What follows belongs to an exercise in optimizing a design on an open flow for small area, a short achievable clock period and few clock cycles per item; a production flow would make more cautious choices. The RTL was checked by simulation tests, not by an equivalence proof against the original design. No activity file was given, so power comes from the tool's default toggle rates.

==> run a: inputs <==
// uniform_grid_derivative
module uniform_grid_derivative
(
    input  wire logic                       i_clk,
    input  wire logic                       i_rst_n,
    input  wire logic                       i_cfg_wr_en,
    input  wire logic [ugd_pkg::TOL_W-1:0]           i_cfg_wr_data,
    input  wire logic                       i_in_valid,
    output logic                            o_in_ready,
    input  wire logic signed [ugd_pkg::SAMPLE_W-1:0] i_voltage_sample,
    input  wire logic signed [ugd_pkg::SAMPLE_W-1:0] i_current_sample,
    input  wire logic                       i_sequence_end,
    output logic                            o_out_valid,
    input  wire logic                       i_out_ready,
    output logic signed [ugd_pkg::SAMPLE_W-1:0]      o_derivative,
    output logic [ugd_pkg::ERR_W-1:0]                o_error_code,
    output logic                            o_run_last
);
clock: 7.0 ns
lec_check: 0
cap_margin: 20
core_margin: 2
core_utilization: 60
setup_slack_margin: 2.5
slew_margin: 20
synth_hierarchical: 1
run.sh (not shown) runs the stock make flow with config.mk's settings and CLKGATE_MAP_FILE= SYNTH_SCRIPT=/design/flow/synth_recipe.tcl, a recipe that flattens the netlist after the stock synthesis.
==> run b (differences from run a) <==
--- a/flow/design.v
+++ b/flow/design.v
@@ -109,13 +109,12 @@
     logic [NS-1:0] r_st, n_st;
     t_act   r_act, n_act;
     logic   r_ready, n_ready;
     logic [TOL_W-1:0]   r_tol;
     logic signed [33:0] r_e, n_e;           
     logic signed [32:0] r_h, n_h;           
-    logic [W-1:0]       r_t, n_t;           
     logic signed [31:0] r_i1, n_i1, r_i0, n_i0;
     logic [1:0]         r_pts, n_pts;
     logic               r_brk, n_brk;
     logic               r_pc, n_pc, r_pl, n_pl;
     logic signed [W-1:0] r_rem, n_rem;
     logic [31:0]         r_q, n_q;
@@ -129,43 +128,41 @@
     logic                r_out_last, n_out_last;
     logic signed [W-1:0] pa_x, pa_y, pa, pa_top;
     localparam int K_XV = 0;
     localparam int K_XC = 1;
     localparam int K_XI0 = 2;
     localparam int K_XR = 3;
-    localparam int K_XR2 = 4;
-    localparam int K_XE = 5;
-    localparam int K_YE = 6;
-    localparam int K_YH = 7;
-    localparam int K_YI0 = 8;
-    localparam int K_YI1 = 9;
-    localparam int K_Y4R = 10;
-    localparam int K_Y4RN = 18;
-    localparam int K_INV = 11;
-    localparam int K_RPA = 12;
-    localparam int K_RTOP = 13;
-    localparam int K_RT2 = 14;
-    localparam int K_QLD = 15;
-    localparam int K_QSH = 16;
-    localparam int K_EWR = 17;
-    localparam int NK = 19;
+    localparam int K_XE = 4;
+    localparam int K_YE = 5;
+    localparam int K_YH = 6;
+    localparam int K_YI0 = 7;
+    localparam int K_YI1 = 8;
+    localparam int K_Y4R = 9;
+    localparam int K_INV = 10;
+    localparam int K_RPA = 11;
+    localparam int K_RTOP = 12;
+    localparam int K_RT2 = 13;
+    localparam int K_QLD = 14;
+    localparam int K_QSH = 15;
+    localparam int K_EWR = 16;
+    localparam int K_Y4RN = 17;
+    localparam int NK = 18;
     logic [NK-1:0] r_sel, n_sel;
-    logic xv, xc, xi0, xr, xr2, xe, ye, yh, yi0, yi1, y4r, y4rn, pa_inv;
+    logic xv, xc, xi0, xr, xe, ye, yh, yi0, yi1, y4r, y4rn, pa_inv;
     function automatic logic [NK-1:0] sel_of(input logic [NS-1:0] st);
         sel_of = '0;
         sel_of[K_XV]  = st[S_A] | st[S_ACC0] | st[S_ACC1] | st[S_D0V];
         sel_of[K_XC]  = st[S_B3] | st[S_F2] | st[S_CVA] | st[S_D0C];
         sel_of[K_XI0] = st[S_B2];
         sel_of[K_XR]  = st[S_F3] | st[S_L3] | st[S_LCR];
-        sel_of[K_XR2] = st[S_B1];
         sel_of[K_XE]  = st[S_LCE] | st[S_L1] | st[S_L2];
         sel_of[K_YE]  = st[S_A];
         sel_of[K_YH]  = st[S_ACC1] | st[S_D0V];
         sel_of[K_YI0] = st[S_B3] | st[S_F3] | st[S_CVA] | st[S_LCE] | st[S_L3];
         sel_of[K_YI1] = st[S_B2] | st[S_L1];
-        sel_of[K_Y4R] = st[S_F2] | st[S_B1];
+        sel_of[K_Y4R] = st[S_F2];
         sel_of[K_Y4RN] = st[S_L2];
         sel_of[K_INV] = st[S_A] | st[S_B2] | st[S_B3] | st[S_F3] | st[S_CVA] | st[S_LCE]
               | st[S_L1] | st[S_L2] | st[S_L3];
         sel_of[K_RPA]  = st[S_A] | st[S_B2] | st[S_F2] | st[S_CVA] | st[S_L1] | st[S_L2];
         sel_of[K_RTOP] = st[S_B3] | st[S_F3] | st[S_LCR] | st[S_LCE] | st[S_L3];
         sel_of[K_RT2]  = st[S_D0V] | st[S_D0C] | st[S_D0] | st[S_DIV];
@@ -175,46 +172,55 @@
     endfunction
     always_comb begin
         xv  = r_sel[K_XV];
         xc  = r_sel[K_XC];
         xi0 = r_sel[K_XI0];
         xr  = r_sel[K_XR];
-        xr2 = r_sel[K_XR2];
         xe  = r_sel[K_XE];
         ye  = r_sel[K_YE];
         yh  = r_sel[K_YH];
         yi0 = r_sel[K_YI0];
         yi1 = r_sel[K_YI1];
         y4r = r_sel[K_Y4R];
         y4rn = r_sel[K_Y4RN];
         pa_inv = r_sel[K_INV];
         pa_x = ({W{xv}}  & W'(i_voltage_sample))
              | ({W{xc}}  & W'(i_current_sample))
              | ({W{xi0}} & W'(r_i0))
              | ({W{xr}}  & r_rem)
-             | ({W{xr2}} & (r_rem <<< 1))
              | ({W{xe}}  & W'(r_e));
         pa_y = ({W{ye}}   & ~(W'(r_e)))
              | ({W{yh}}   & W'(r_h))
              | ({W{yi0}}  & ~(W'(r_i0)))
              | ({W{yi1}}  & ~(W'(r_i1)))
              | ({W{y4r}}  & (r_rem <<< 2))
              | ({W{y4rn}} & ~(r_rem <<< 2));
     end
     ugd_add #(.N(W)) u_pa (.a(pa_x), .b(pa_y), .ci(pa_inv), .s(pa));
     assign pa_top = W'(signed'(pa[W-1:16]));
-    logic [W-1:0] dvs, dx, d3x, t1, ta, tb, t2;
+    logic [W-1:0] dvs, dx, d2x, cs_s, cs_c, t1, ta, tb, t2;
+    logic [W-1:0] base2;
     logic         sub2, qb1, qb2, rem_zero, t_zero;
+    assign base2 = {r_rem[W-3:0], r_q[31], r_q[30]};
     assign dvs  = W'(signed'({r_h, 1'b0}));
     assign dx   = dvs ^ {W{r_sub}};
-    assign d3x  = r_t ^ {W{r_sub}};
+    assign d2x  = (dvs << 1) ^ {W{r_sub}};
+    always_comb begin
+        for (int i = 0; i < W; i++) begin
+            cs_s[i] = base2[i] ^ dx[i] ^ d2x[i];
+            if (i > 0) cs_c[i] = (base2[i-1] & dx[i-1]) | (base2[i-1] & d2x[i-1]) | (dx[i-1] & d2x[i-1]);
+        end
+        cs_c[0] = r_sub;
+    end
     ugd_add #(.N(W)) u_t1 (.a({r_rem[W-2:0], r_q[31]}),          .b(dx),  .ci(r_sub), .s(t1));
-    ugd_add #(.N(W)) u_ta (.a({r_rem[W-3:0], r_q[31], r_q[30]}), .b(dx),  .ci(r_sub), .s(ta));
-    ugd_add #(.N(W)) u_tb (.a({r_rem[W-3:0], r_q[31], r_q[30]}), .b(d3x), .ci(r_sub), .s(tb));
+    ugd_add #(.N(W)) u_ta (.a(base2), .b(dx),  .ci(r_sub), .s(ta));
+    ugd_add #(.N(W)) u_tb (.a(cs_s), .b(cs_c), .ci(r_sub), .s(tb));
     assign sub2 = (t1[W-1] == r_h[32]);
-    assign t2   = (sub2 == r_sub) ? tb : ta;
+    logic t2b;                               
+    assign t2b  = (sub2 == r_sub);
+    assign t2   = t2b ? tb : ta;
     assign qb1  = ~(t1[W-1] ^ r_dn);
     assign qb2  = ~(t2[W-1] ^ r_dn);
     assign rem_zero = (r_rem == '0);
     logic [W-1:0] dvm, dsm, skmask, base;
     logic [9:0]   nz, nsm;
     logic [35:0]  dvp;
@@ -223,13 +229,16 @@
     assign dvp  = {1'b0, dvm};
     always_comb begin
         for (int k = 0; k < 9; k++) nz[k] = |dvp[4*k +: 4];
         nz[9] = 1'b0;
         nsm = nz;
         for (int k = 1; k < 16; k = k * 2) nsm = nsm | (nsm >> k);
-        for (int i = 0; i < W; i++) dsm[i] = nsm[i / 4 + 1];
+        for (int i = 0; i < W; i++) begin
+            dsm[i] = nsm[i / 4 + 1];
+            for (int j = i; j < 4 * (i / 4) + 4 && j < W; j++) dsm[i] = dsm[i] | dvm[j];
+        end
     end
     assign skmask  = ~(dsm >> 10);           
     assign skip_ok = r_lead && dsm[10] && (((r_rem ^ {W{r_rem[W-1]}}) & skmask) == '0);
     assign base    = {r_rem[W-9:0], r_q[31:24]};
     assign t_zero   = (t1 == '0);
     logic        exact, qneg, corr;
@@ -248,21 +257,21 @@
     logic [15:0] dmag;
     assign hi_same  = (r_rem[W-1:16] == '0) || (r_rem[W-1:16] == '1);
     assign dmag     = r_rem[15:0] ^ {16{r_rem[W-1]}};
     assign too_far  = !hi_same || (r_rem[W-1] ? (dmag >= r_tol) : (dmag > r_tol));
     assign out_free = !r_out_valid || i_out_ready;
     logic d0, dlast, dexit, sat0, load, emit, skip;
+    logic rs_t2, rs_base, rs_pa, rs_top, qs_sh, qs_sk, qs_cv, qs_ld;
     logic [1:0] emit_code;
     logic load_sig;
     always_comb begin
         n_st        = '0;
         n_act       = r_act;
         n_ready     = 1'b0;
         n_e         = r_e;
         n_h         = r_h;
-        n_t         = r_t;
         n_i1        = r_i1;
         n_i0        = r_i0;
         n_pts       = r_pts;
         n_brk       = r_brk;
         n_pc        = r_pc;
         n_pl        = r_pl;
@@ -323,13 +332,12 @@
             if (out_free) begin
                 emit = 1'b1; emit_code = ERR_FEW;
                 n_act = ACT_CLEAR; n_ready = 1'b1; n_st[S_ACCN] = 1'b1;
             end else n_st[S_A] = 1'b1;
         end
         if (r_st[S_B1]) begin
-            n_t = pa;                                        
             if (i_sequence_end || rem_zero) begin
                 if (out_free) begin
                     emit = 1'b1; emit_code = i_sequence_end ? ERR_FEW : ERR_ZERO;
                     n_act = i_sequence_end ? ACT_CLEAR : ACT_BREAK;
                     n_ready = 1'b1; n_st[S_ACCN] = 1'b1;
                 end else n_st[S_A] = 1'b1;
@@ -424,23 +432,28 @@
                     default: n_st[S_A]   = 1'b1;
                 endcase
             end else begin
                 n_st[S_DIV] = 1'b1;
             end
         end
-        if (r_sel[K_RPA])                          n_rem = pa;
-        else if (r_sel[K_RTOP] && (out_free || r_st[S_B3])) n_rem = pa_top;
-        else if (skip)                          n_rem = base;
-        else if (r_sel[K_RT2])                     n_rem = t2;
-        if (r_conv)                             n_q = res;
-        else if (skip)                          n_q = {r_q[23:0], {8{qneg}}};
-        else if (r_sel[K_QSH])                     n_q = {r_q[29:0], qb1, qb2};
-        else if (out_free && (r_sel[K_QLD] || emit))
-            n_q = {pa[15:0], 16'd0} & {32{r_sel[K_QLD] && !(r_st[S_B3] && too_far)}};
+        rs_t2   = r_sel[K_RT2] && !skip;
+        rs_base = skip;
+        rs_pa   = r_sel[K_RPA];
+        rs_top  = r_sel[K_RTOP] && (out_free || r_st[S_B3]);
+        if (rs_t2 || rs_base || rs_pa || rs_top)
+            n_rem = ({W{rs_t2 && t2b}} & tb) | ({W{rs_t2 && !t2b}} & ta)
+                  | ({W{rs_base}} & base) | ({W{rs_pa}} & pa) | ({W{rs_top}} & pa_top);
+        qs_sh   = r_sel[K_QSH] && !skip;
+        qs_sk   = skip;
+        qs_cv   = r_conv;
+        qs_ld   = out_free && r_sel[K_QLD] && !(r_st[S_B3] && too_far);
+        if (qs_sh || qs_sk || qs_cv || qs_ld || (out_free && emit))
+            n_q = ({32{qs_sh}} & {r_q[29:0], qb1, qb2}) | ({32{qs_sk}} & {r_q[23:0], {8{qneg}}})
+                | ({32{qs_cv}} & res) | ({32{qs_ld}} & {pa[15:0], 16'd0});
         n_sel = sel_of(n_st);
-        n_sub = (r_sel[K_RTOP] ? pa[W-1] : skip ? base[W-1] : t2[W-1]) == r_h[32];
+        n_sub = ((rs_t2 & t2[W-1]) | (skip & base[W-1]) | (r_sel[K_RTOP] & pa[W-1])) == r_h[32];
         if (emit) begin
             n_out_valid = 1'b1;
             n_out_err   = emit_code;
             n_out_last  = 1'b1;
         end
         if (r_conv) begin
@@ -477,13 +490,12 @@
         end
     end
     always_ff @(posedge i_clk) begin
         r_act      <= n_act;
         r_e        <= n_e;
         r_h        <= n_h;
-        r_t        <= n_t;
         r_i1       <= n_i1;
         r_i0       <= n_i0;
         r_rem      <= n_rem;
         r_q        <= n_q;
         r_cnt      <= n_cnt;
         r_sub      <= n_sub;
- SETUP_SLACK_MARGIN: 2.5 -> 2.25
==> run c (differences from run a) <==
- CORE_UTILIZATION: 60 -> 65
==> results.txt <==
Between run c and run a, the lower core utilization is in run a (gap 6.0 points). Hold slack: run b is better than run c (0.017 ns). Between run c and run b, the lower final cell count is in run b (gap 3.3%, measured against run b). Sequential power, lowest first: run b, run a, run c. The lowest sequential share of layout area belongs to run b, the highest to run c. In run a the worst setup slack is better than in run c, by 0.11 ns. Wire length, highest first: run a, run c, run b. The lowest first-iteration DRC count belongs to run b, the highest to run c.
Testbench counts of run a, summed over its fixed seeds: cycles 41,124, items 3,235.
Testbench counts of run b, summed over its fixed seeds: cycles 39,783, items 3,235.
Testbench counts of run c, summed over its fixed seeds: cycles 41,124, items 3,235.

-- separate check: timing with driven ports --
How much do the figures lean on ideal ports? The routed layouts below were timed once more, with nothing changed but the port constraints. Step 1 assumes that a clkbuf_16 drives the clock port and a buf_2 every other input. Step 2 adds t to the input delays and takes it off the output delays; t is the mean of the earliest and latest rising clock arrival at the registers after step 1. Input paths then give back, and output paths get back, about the clock's delay inside the block. Three values: no drivers, after step 1, after step 2; two values: the first two.
| run | t (ns) | setup slack, ns | worst setup path after step 2 | slew at the worst register clock pin (ns) | worst slew at a driven data input, ns |
|---|---|---|---|---|---|
| run a | 0.593 | 2.396 / 2.396 / 1.923 | input to register | 0.07 / 0.07 | 0.05 |
| run b | 0.645 | 2.370 / 2.405 / 1.760 | input to register | 0.07 / 0.07 | 0.05 |
| run c | 0.585 | 2.290 / 2.290 / 1.836 | input to register | 0.07 / 0.07 | 0.04 |
After both steps every run listed still meets setup and hold. For run b, which loses most, drivers alone change the setup slack by +0.035 ns; drivers and shift together by -0.610 ns.
